What follows belongs to an exercise in optimizing a design on an open flow for small area, a short achievable clock period and few clock cycles per item; a production flow would make more cautious choices.
The RTL was checked by simulation tests, not by an equivalence proof against the original design.

[run.sh]
#!/bin/bash
# synth_recipe.tcl (not shown) runs the flow's synth.tcl, then flattens the netlist and writes it again
# the make line also repeats each setting of config.mk as NAME=value (left out here)
make -C /OpenROAD-flow-scripts/flow DESIGN_CONFIG=/design/flow/config.mk WORK_HOME=/design/flow/orfs CLKGATE_MAP_FILE= SYNTH_SCRIPT=/design/flow/synth_recipe.tcl finish
[config.mk]
export PLATFORM = sky130hd
export DESIGN_NAME = modsq_top
export DESIGN_NICKNAME = modsq_top
export VERILOG_FILES = /design/flow/design.v
export SDC_FILE = /design/flow/constraint.sdc
export NUM_CORES = 4
export LEC_CHECK = 0
export CAP_MARGIN = 20
export CORE_MARGIN = 2
export CORE_UTILIZATION = 40
export SLEW_MARGIN = 20
[constraint.sdc]
create_clock -name core_clock -period 16.0 [get_ports {clk}]
set_input_delay 3.2000 -clock core_clock [delete_from_list [all_inputs] [get_ports {clk}]]
set_output_delay 3.2000 -clock core_clock [all_outputs]
set_load 0.01 [all_outputs]
[design.v]
`default_nettype none
package modsq_pkg;
    localparam int LIMB_W    = 8;
    localparam int NUM_LIMBS = 5;
    localparam int NUM_COLS  = 2 * NUM_LIMBS - 1;
    localparam int COL_W     = 2 * LIMB_W + 3;
    localparam int VALUE_W   = NUM_LIMBS * LIMB_W;
    localparam int PROD_W    = 2 * VALUE_W;
    localparam int MOD_W = 32;
    localparam logic [MOD_W-1:0] MOD_P = 32'hFFFF_FFFB;
    localparam logic [2:0] FOLD_C = 3'd5;
    localparam int ITER_W = 16;
    localparam int ADDR_W = 8;
    localparam logic [ADDR_W-1:0] ADDR_CTRL   = 8'h00;
    localparam logic [ADDR_W-1:0] ADDR_ITER   = 8'h04;
    localparam logic [ADDR_W-1:0] ADDR_X_IN   = 8'h08;
    localparam logic [ADDR_W-1:0] ADDR_STATUS = 8'h0C;
    localparam logic [ADDR_W-1:0] ADDR_X_OUT  = 8'h10;
    typedef enum logic [2:0] {IDLE, LOAD, SQUARE, FOLD, NORMALIZE, DONE} loop_state_t;
    typedef logic [VALUE_W-1:0] value_t;
    typedef logic [PROD_W-1:0]  prod_t;
endpackage
`default_nettype wire
`default_nettype none
module modsq_apb_regs (
    input  wire  logic                          clk,
    input  wire  logic                          reset,
    input  wire  logic                          psel,
    input  wire  logic                          penable,
    input  wire  logic                          pwrite,
    input  wire  logic [modsq_pkg::ADDR_W-1:0]  paddr,
    input  wire  logic [31:0]                   pwdata,
    output logic [31:0]                         prdata,
    output logic                                pready,
    output logic                                pslverr,
    input  wire  logic                          busy,
    input  wire  logic                          result_valid,
    input  wire  logic [modsq_pkg::MOD_W-1:0]   result,
    output logic                                start,
    output logic [modsq_pkg::MOD_W-1:0]         x_in,
    output logic [modsq_pkg::ITER_W-1:0]        iter_count
);
    logic [modsq_pkg::ITER_W-1:0] iter_q;
    logic [modsq_pkg::MOD_W-1:0]  x_in_q;
    logic [modsq_pkg::MOD_W-1:0]  result_q;
    logic              done_q;
    logic              start_q;
    logic              engine_busy;
    logic              access;
    logic              addr_hit;
    logic              wr_allowed;
    logic              wr_en;
    logic              start_wr;
    assign engine_busy = busy | start_q;
    assign access      = psel & penable;
    always_comb begin
        addr_hit   = 1'b1;
        wr_allowed = 1'b0;
        case (paddr)
            modsq_pkg::ADDR_CTRL, modsq_pkg::ADDR_ITER, modsq_pkg::ADDR_X_IN: wr_allowed = !engine_busy;
            modsq_pkg::ADDR_STATUS, modsq_pkg::ADDR_X_OUT:         wr_allowed = 1'b0;
            default:                         addr_hit   = 1'b0;
        endcase
    end
    assign pready   = 1'b1;
    assign pslverr  = access & (!addr_hit | (pwrite & !wr_allowed));
    assign wr_en    = access & pwrite & !pslverr;
    assign start_wr = wr_en & (paddr == modsq_pkg::ADDR_CTRL) & pwdata[0];
    always_comb begin
        case (paddr)
            modsq_pkg::ADDR_ITER:   prdata = {{(32 - modsq_pkg::ITER_W){1'b0}}, iter_q};
            modsq_pkg::ADDR_X_IN:   prdata = x_in_q;
            modsq_pkg::ADDR_STATUS: prdata = {30'd0, done_q, engine_busy};
            modsq_pkg::ADDR_X_OUT:  prdata = result_q;
            default:     prdata = 32'd0;
        endcase
    end
    always_ff @(posedge clk) begin
        if (reset) begin
            iter_q   <= '0;
            x_in_q   <= '0;
            result_q <= '0;
            done_q   <= 1'b0;
            start_q  <= 1'b0;
        end else begin
            start_q <= start_wr;
            if (wr_en && paddr == modsq_pkg::ADDR_ITER) begin
                iter_q <= pwdata[modsq_pkg::ITER_W-1:0];
            end
            if (wr_en && paddr == modsq_pkg::ADDR_X_IN) begin
                x_in_q <= pwdata;
            end
            if (start_wr) begin
                done_q <= 1'b0;
            end else if (result_valid) begin
                done_q <= 1'b1;
            end
            if (result_valid) begin
                result_q <= result;
            end
        end
    end
    assign start      = start_q;
    assign x_in       = x_in_q;
    assign iter_count = iter_q;
endmodule
`default_nettype wire
`default_nettype none
module limb_square_array (
    input  wire  logic              clk,
    input  wire  modsq_pkg::value_t loop_value,
    output modsq_pkg::prod_t        product
);
    logic [modsq_pkg::LIMB_W-1:0] limb [modsq_pkg::NUM_LIMBS];
    logic [modsq_pkg::COL_W-1:0]  col_sum [modsq_pkg::NUM_COLS];
    modsq_pkg::prod_t             prod_next;
    always_comb begin
        for (int i = 0; i < modsq_pkg::NUM_LIMBS; i++) begin
            limb[i] = loop_value[i*modsq_pkg::LIMB_W +: modsq_pkg::LIMB_W];
        end
    end
    always_comb begin
        logic [2*modsq_pkg::LIMB_W-1:0] pp;
        pp = '0;
        for (int k = 0; k < modsq_pkg::NUM_COLS; k++) begin
            col_sum[k] = '0;
        end
        for (int i = 0; i < modsq_pkg::NUM_LIMBS; i++) begin
            for (int j = i; j < modsq_pkg::NUM_LIMBS; j++) begin
                pp = limb[i] * limb[j];
                if (i == j) begin
                    col_sum[i+j] = col_sum[i+j] + modsq_pkg::COL_W'(pp);
                end else begin
                    col_sum[i+j] = col_sum[i+j] + modsq_pkg::COL_W'({pp, 1'b0});
                end
            end
        end
    end
    always_comb begin
        prod_next = '0;
        for (int k = 0; k < modsq_pkg::NUM_COLS; k++) begin
            prod_next = prod_next + (modsq_pkg::prod_t'(col_sum[k]) << (modsq_pkg::LIMB_W * k));
        end
    end
    always_ff @(posedge clk) begin
        product <= prod_next;
    end
endmodule
`default_nettype wire
`default_nettype none
module fold_reduce (
    input  wire  logic              clk,
    input  wire  modsq_pkg::prod_t  product,
    output modsq_pkg::value_t       folded
);
    typedef logic [modsq_pkg::PROD_W-modsq_pkg::MOD_W+2:0] fold1_t;
    typedef logic [modsq_pkg::MOD_W:0]          fold2_t;
    fold1_t fold1;
    fold2_t fold2;
    always_comb begin
        fold1 = fold1_t'(product[modsq_pkg::MOD_W-1:0])
              + fold1_t'(product[modsq_pkg::PROD_W-1:modsq_pkg::MOD_W]) * fold1_t'(modsq_pkg::FOLD_C);
    end
    always_comb begin
        fold2 = fold2_t'(fold1[modsq_pkg::MOD_W-1:0])
              + fold2_t'(fold1[modsq_pkg::PROD_W-modsq_pkg::MOD_W+2:modsq_pkg::MOD_W]) * fold2_t'(modsq_pkg::FOLD_C);
    end
    always_ff @(posedge clk) begin
        folded <= modsq_pkg::value_t'(fold2);
    end
endmodule
`default_nettype wire
`default_nettype none
module square_loop_ctrl (
    input  wire  logic                        clk,
    input  wire  logic                        reset,
    input  wire  logic                        start,
    input  wire  logic [modsq_pkg::MOD_W-1:0] x_in,
    input  wire  logic [modsq_pkg::ITER_W-1:0] iter_count,
    input  wire  modsq_pkg::value_t           folded,
    output modsq_pkg::value_t                 loop_value,
    output modsq_pkg::value_t                 norm_in,
    output logic                              busy,
    output logic                              result_valid
);
    modsq_pkg::loop_state_t       state;
    modsq_pkg::loop_state_t       state_next;
    logic [modsq_pkg::ITER_W-1:0] iter_left;
    logic              fold_ready;
    modsq_pkg::value_t            value_q;
    always_comb begin
        state_next = state;
        case (state)
            modsq_pkg::IDLE: begin
                if (start) begin
                    state_next = modsq_pkg::LOAD;
                end
            end
            modsq_pkg::LOAD:      state_next = (iter_count == '0) ? modsq_pkg::NORMALIZE : modsq_pkg::SQUARE;
            modsq_pkg::SQUARE:    state_next = modsq_pkg::FOLD;
            modsq_pkg::FOLD:      state_next = (iter_left == modsq_pkg::ITER_W'(1)) ? modsq_pkg::NORMALIZE : modsq_pkg::SQUARE;
            modsq_pkg::NORMALIZE: state_next = modsq_pkg::DONE;
            modsq_pkg::DONE:      state_next = modsq_pkg::IDLE;
            default:   state_next = modsq_pkg::IDLE;
        endcase
    end
    always_ff @(posedge clk) begin
        if (reset) begin
            state      <= modsq_pkg::IDLE;
            iter_left  <= '0;
            fold_ready <= 1'b0;
        end else begin
            state      <= state_next;
            fold_ready <= (state == modsq_pkg::FOLD);
            if (state == modsq_pkg::LOAD) begin
                iter_left <= iter_count;
            end else if (state == modsq_pkg::FOLD) begin
                iter_left <= iter_left - 1'b1;
            end
        end
    end
    always_ff @(posedge clk) begin
        if (state == modsq_pkg::LOAD) begin
            value_q <= modsq_pkg::value_t'(x_in);
        end else if (fold_ready) begin
            value_q <= folded;
        end
    end
    assign loop_value   = fold_ready ? folded : value_q;
    assign norm_in      = loop_value;
    assign busy         = (state != modsq_pkg::IDLE);
    assign result_valid = (state == modsq_pkg::DONE);
endmodule
`default_nettype wire
`default_nettype none
module final_normalize (
    input  wire  logic                        clk,
    input  wire  modsq_pkg::value_t           norm_in,
    output logic [modsq_pkg::MOD_W-1:0]       result
);
    logic   at_least_p;
    modsq_pkg::value_t diff;
    assign at_least_p = (norm_in >= modsq_pkg::value_t'(modsq_pkg::MOD_P));
    assign diff       = norm_in - modsq_pkg::value_t'(modsq_pkg::MOD_P);
    always_ff @(posedge clk) begin
        if (at_least_p) begin
            result <= diff[modsq_pkg::MOD_W-1:0];
        end else begin
            result <= norm_in[modsq_pkg::MOD_W-1:0];
        end
    end
endmodule
`default_nettype wire
`default_nettype none
module modsq_top (
    input  wire  logic                          clk,
    input  wire  logic                          reset,
    input  wire  logic                          psel,
    input  wire  logic                          penable,
    input  wire  logic                          pwrite,
    input  wire  logic [modsq_pkg::ADDR_W-1:0]  paddr,
    input  wire  logic [31:0]                   pwdata,
    output logic [31:0]                         prdata,
    output logic                                pready,
    output logic                                pslverr
);
    logic              start;
    logic              busy;
    logic              result_valid;
    logic [modsq_pkg::MOD_W-1:0]  x_in;
    logic [modsq_pkg::MOD_W-1:0]  result;
    logic [modsq_pkg::ITER_W-1:0] iter_count;
    modsq_pkg::value_t            loop_value;
    modsq_pkg::value_t            folded;
    modsq_pkg::value_t            norm_in;
    modsq_pkg::prod_t             product;
    modsq_apb_regs modsq_apb_regs_i (
        .clk          (clk),
        .reset        (reset),
        .psel         (psel),
        .penable      (penable),
        .pwrite       (pwrite),
        .paddr        (paddr),
        .pwdata       (pwdata),
        .prdata       (prdata),
        .pready       (pready),
        .pslverr      (pslverr),
        .busy         (busy),
        .result_valid (result_valid),
        .result       (result),
        .start        (start),
        .x_in         (x_in),
        .iter_count   (iter_count)
    );
    square_loop_ctrl square_loop_ctrl_i (
        .clk          (clk),
        .reset        (reset),
        .start        (start),
        .x_in         (x_in),
        .iter_count   (iter_count),
        .folded       (folded),
        .loop_value   (loop_value),
        .norm_in      (norm_in),
        .busy         (busy),
        .result_valid (result_valid)
    );
    limb_square_array limb_square_array_i (
        .clk        (clk),
        .loop_value (loop_value),
        .product    (product)
    );
    fold_reduce fold_reduce_i (
        .clk     (clk),
        .product (product),
        .folded  (folded)
    );
    final_normalize final_normalize_i (
        .clk     (clk),
        .norm_in (norm_in),
        .result  (result)
    );
endmodule
`default_nettype wire
==> run summary <==
[cells in the final DEF, fill, tap and decap left out, types with 18 or more instances in the layout]
cell / n
inv_1: 1080
ha_1: 851
nand2_1: 612
fa_1: 575
nor2_1: 567
a21oi_1: 372
xnor2_1: 311
dfxtp_1: 285
and2_1: 160
o21ai_0: 137
a21o_1: 121
xor2_1: 92
nor3_1: 81
buf_4: 80
o21bai_1: 76
clkdlybuf4s50_1: 76
nor2b_1: 67
nand3_1: 64
o21a_1: 42
clkbuf_16: 36
nand4_1: 30
and3_1: 27
mux2i_1: 26
nand2b_1: 25
a21boi_0: 23
nor4_1: 22
or2_2: 18
a211oi_1: 18
or3_1: 18
[routing by layer]
metal | up-vias | global-route usage [%]
met5 | - | 0
met4 | 0 | 9.22
met3 | 255 | 2.78
met2 | 1327 | 38.6
met1 | 20948 | 33.7
li1 | 20103 | -
[metrics by stage]
stage	hold slack (ns)	utilization (%)	setup WS, ns	std cells
2_1_floorplan	0.417	-	4.24	6255
6_report	0.433	43.4	2.92	7900
3_3_place_gp	0.423	42.4	3.34	7836
5_1_grt	0.446	43.4	2.21	7898
4_1_cts	0.437	43.3	3.09	7897
3_5_place_dp	0.429	42.4	3.14	7836
[sequential cells by signal (all words and copies together) (netlist names)]
name / flops
square_loop_ctrl_i.state: 3
square_loop_ctrl_i.fold_ready: 1
fold_reduce_i.folded: 33
modsq_apb_regs_i.iter_q: 16
modsq_apb_regs_i.x_in_q: 32
modsq_apb_regs_i.done_q: 1
modsq_apb_regs_i.result_q: 32
limb_square_array_i.product: 79
final_normalize_i.result: 32
modsq_apb_regs_i.start_q: 1
square_loop_ctrl_i.value_q: 40
square_loop_ctrl_i.iter_left: 16
[synth_stat cells (all sizes together), types with 14 or more instances]
| cell type | number | area [sq um] |
|---|---|---|
| nand4 | 30 | 188 |
| ha | 851 | 10600 |
| fa | 575 | 11500 |
| buf | 25 | 128 |
| o21a | 42 | 315 |
| nand3 | 65 | 330 |
| or3 | 20 | 135 |
| xor2 | 92 | 806 |
| nor2b | 74 | 463 |
| clkbuf | 212 | 798 |
| and2 | 160 | 1000 |
| o21bai | 76 | 571 |
| a22oi | 15 | 113 |
| o211ai | 16 | 120 |
| nor2 | 568 | 2130 |
| or2 | 19 | 119 |
| nor4 | 27 | 203 |
| a211oi | 18 | 135 |
| and3 | 27 | 169 |
| o21ai | 138 | 694 |
| inv | 1085 | 4070 |
| a22o | 16 | 140 |
| a21o | 121 | 908 |
| a222oi | 14 | 140 |
| nor3 | 81 | 405 |
| nand2b | 26 | 163 |
| mux2i | 42 | 420 |
| a31oi | 16 | 100 |
| a21boi | 24 | 180 |
| a21oi | 380 | 1910 |
| xnor2 | 311 | 2720 |
| dfxtp | 286 | 5730 |
| nand2 | 614 | 2310 |
[final cells by class]
type | count | area [sq um] | share of cell area (%)
clock inverter | 16 | 186 | 0.337
clock buffer | 45 | 965 | 1.74
tap | 1662 | 2080 | 3.76
antenna | 2 | 5.00 | 0.00905
sequential | 286 | 5730 | 10.4
timing repair buffer | 157 | 1370 | 2.47
multi-input combinational | 4639 | 40900 | 73.9
inverter | 1093 | 4100 | 7.42
[cell families (layout without fill, tap and decap cells)]
family	count (synthesis)	in the layout	synth area share [%]
AOI/OAI and AO/OA	1006	1006	12.6
xor gates and xnor gates	403	403	6.87
adders and majority gates	1426	1426	43.1
buffers and inverters	1330	1311	9.78
DFF	286	286	11.1
muxes	48	48	0.956
other	2	5	0.0146
and+or+nand+nor	1753	1753	15.5
[critical path: cells and delay by family, from the launching register on]
kind / cells / cell delay [ns]
fa+ha+maj: 12 / 5.19
compound gates: 16 / 4.21
buf+inv: 8 / 1.44
flops: 1 / 0.83
xor+xnor: 2 / 0.49
simple gates: 3 / 0.36
mux: 1 / 0.34
[worst paths after layout]
check                                     to  slack (ns)
max          limb_square_array_i.product[73]        2.92
min            modsq_apb_regs_i.result_q[21]        0.43
max reg2reg  limb_square_array_i.product[73]        2.92
min reg2reg    modsq_apb_regs_i.result_q[21]        0.43
==> impl_metrics.py <==
metrics = {
    "place": {
        "portBuffers": 77,
        "placed_area_sq_um": 54100,
        "globalplace.congestion": 0.965,
        "place_hpwl_um": 131000,
    },
    "clock_tree": {
        "cts_buffers": 36,
        "postCtsHoldBufs": 0,
        "cts_buffer_depth": 3,
        "cts_sinks": 286,
        "htree_levels": 2,
        "clkTransAtPathRegs_ns": 0.06,
        "post_cts_resized": 0,
        "cts_setup_buffers": 0,
        "clock_latency_ns": 0.57,
        "cts_tree": "done",
        "cts_root_buf": "clkbuf_16",
    },
    "routing": {
        "antenna_left": 0,
        "drt-met1-wl_um": 71800,
        "wl_per_cell_um": 20.4,
        "drt_iter0_markers": 3204,
        "wl_met3_um": 10200,
        "dr_total_vias": 42633,
        "route.met2.wl_um": 72100,
        "top_layer_used": "met4",
        "firstDrtPassIters": 6,
        "vias_per_cell": 5.40,
        "finalWirelength_um": 161000,
        "drc": 0,
    },
    "worst_setup_path": {
        "start_kind": "flip-flop",
        "crit_path_frequent_cell": "fa_1",
        "crit_required_ns": 16.45,
        "slowest_stage": "dfxtp_4",
        "critical_path_class": "flip-flop to flip-flop",
        "cp-end-kind": "flip-flop",
        "reg2regPathDepth": 42,
        "worstReg2RegStart": "square_loop_ctrl_i.fold_ready",
        "crit_path_max_incr_delay_ns": 0.83,
        "cp-startpoint": "square_loop_ctrl_i.fold_ready",
        "cp_max_fo": 50,
        "crit_arrival_ns": 13.53,
    },
    "layout": {
        "drive_gt1_share_pct": 3.56,
        "nFillCells": 12758,
        "stdcell_area_sq_um": 55300,
        "nNetsFinal": 7684,
        "area_delta_synth_final_pct": 7.56,
    },
    "hold_path": {
        "hold_class": "flip-flop to flip-flop",
        "min_delay_path_depth": 2,
        "worstHoldStart": "final_normalize_i.result[21]",
    },
    "logic_synthesis": {
        "ys_seq_area_share_pct": 11.1,
        "synth_top_flop_cell": "dfxtp_1",
        "ys_seq_elements": 286,
        "synth.distinct_cells": 92,
        "netlist_area_sq_um": 51400,
        "synth_warnings": 7,
        "syn-instance-count": 6254,
        "synth_edf_count": 0,
        "synth-async-reset-ratio_pct": 0,
        "avgSynthCellArea_sq_um": 8.22,
    },
    "sta": {
        "slew_headroom_pct": 26.4,
        "fin_crit_ns": 13.08,
        "rsz0062_at_grt": "false",
        "tns_ns": 0,
        "finalHoldViolations": 0,
        "fin_skew_ns": 0.0289,
        "slew_viol_final": 0,
        "finalCritPeriodShare_pct": 81.7,
        "tightest_slew_ns": 1.10,
        "timing.fmax_ghz": 0.0765,
        "setup_viol": 0,
    },
    "global_routing": {
        "grt_max_degree": 101,
        "grt.total_usage_pct": 24.3,
        "grt_pass1_vias": 41790,
        "antenna_found_initial": 3,
        "grt_pass1_wl_um": 247000,
        "grt-ovfl-total": 0,
    },
    "die": {
        "die_x_um": 363,
        "io_pins": 79,
        "dieArea_sq_um": 131000,
        "std_cell_rows": 131,
        "start_util_pct": 40.3,
        "die_h_um": 363,
        "coreArea_sq_um": 128000,
    },
    "flow_run": {
        "drv_cap": 0,
    },
    "run_status": {
        "outcome": "no timing/DRC/antenna violations",
    },
}
Testbench counts, summed over its fixed seeds: cycles 145,622, items 128.

-- port drivers added, routing unchanged --
No port has a modelled driver above. Below, the same layout with a new extraction and two added sets of constraints. Step 1, drivers: a clkbuf_16 drives clk and a buf_2 each remaining input, both assumed. Step 2 times the ports against the registers' clock, not the clock port: input delays grow and output delays shrink by t, the midpoint of the rising clock arrivals with the driver on. Three values: ideal ports, drivers, drivers and shift; two values: the first two.
shift t [ns]: 0.629
setup WS [ns]: 2.921 / 2.921 / 2.921
hold slack, ns: 0.433 / 0.433 / 0.433
worst setup path at the end: register to register
worst slew at a driven data input, ns: 0.09
After both steps setup and hold are still met in this run. For this run, drivers alone change the setup slack by 0.000 ns; drivers and shift together by 0.000 ns.
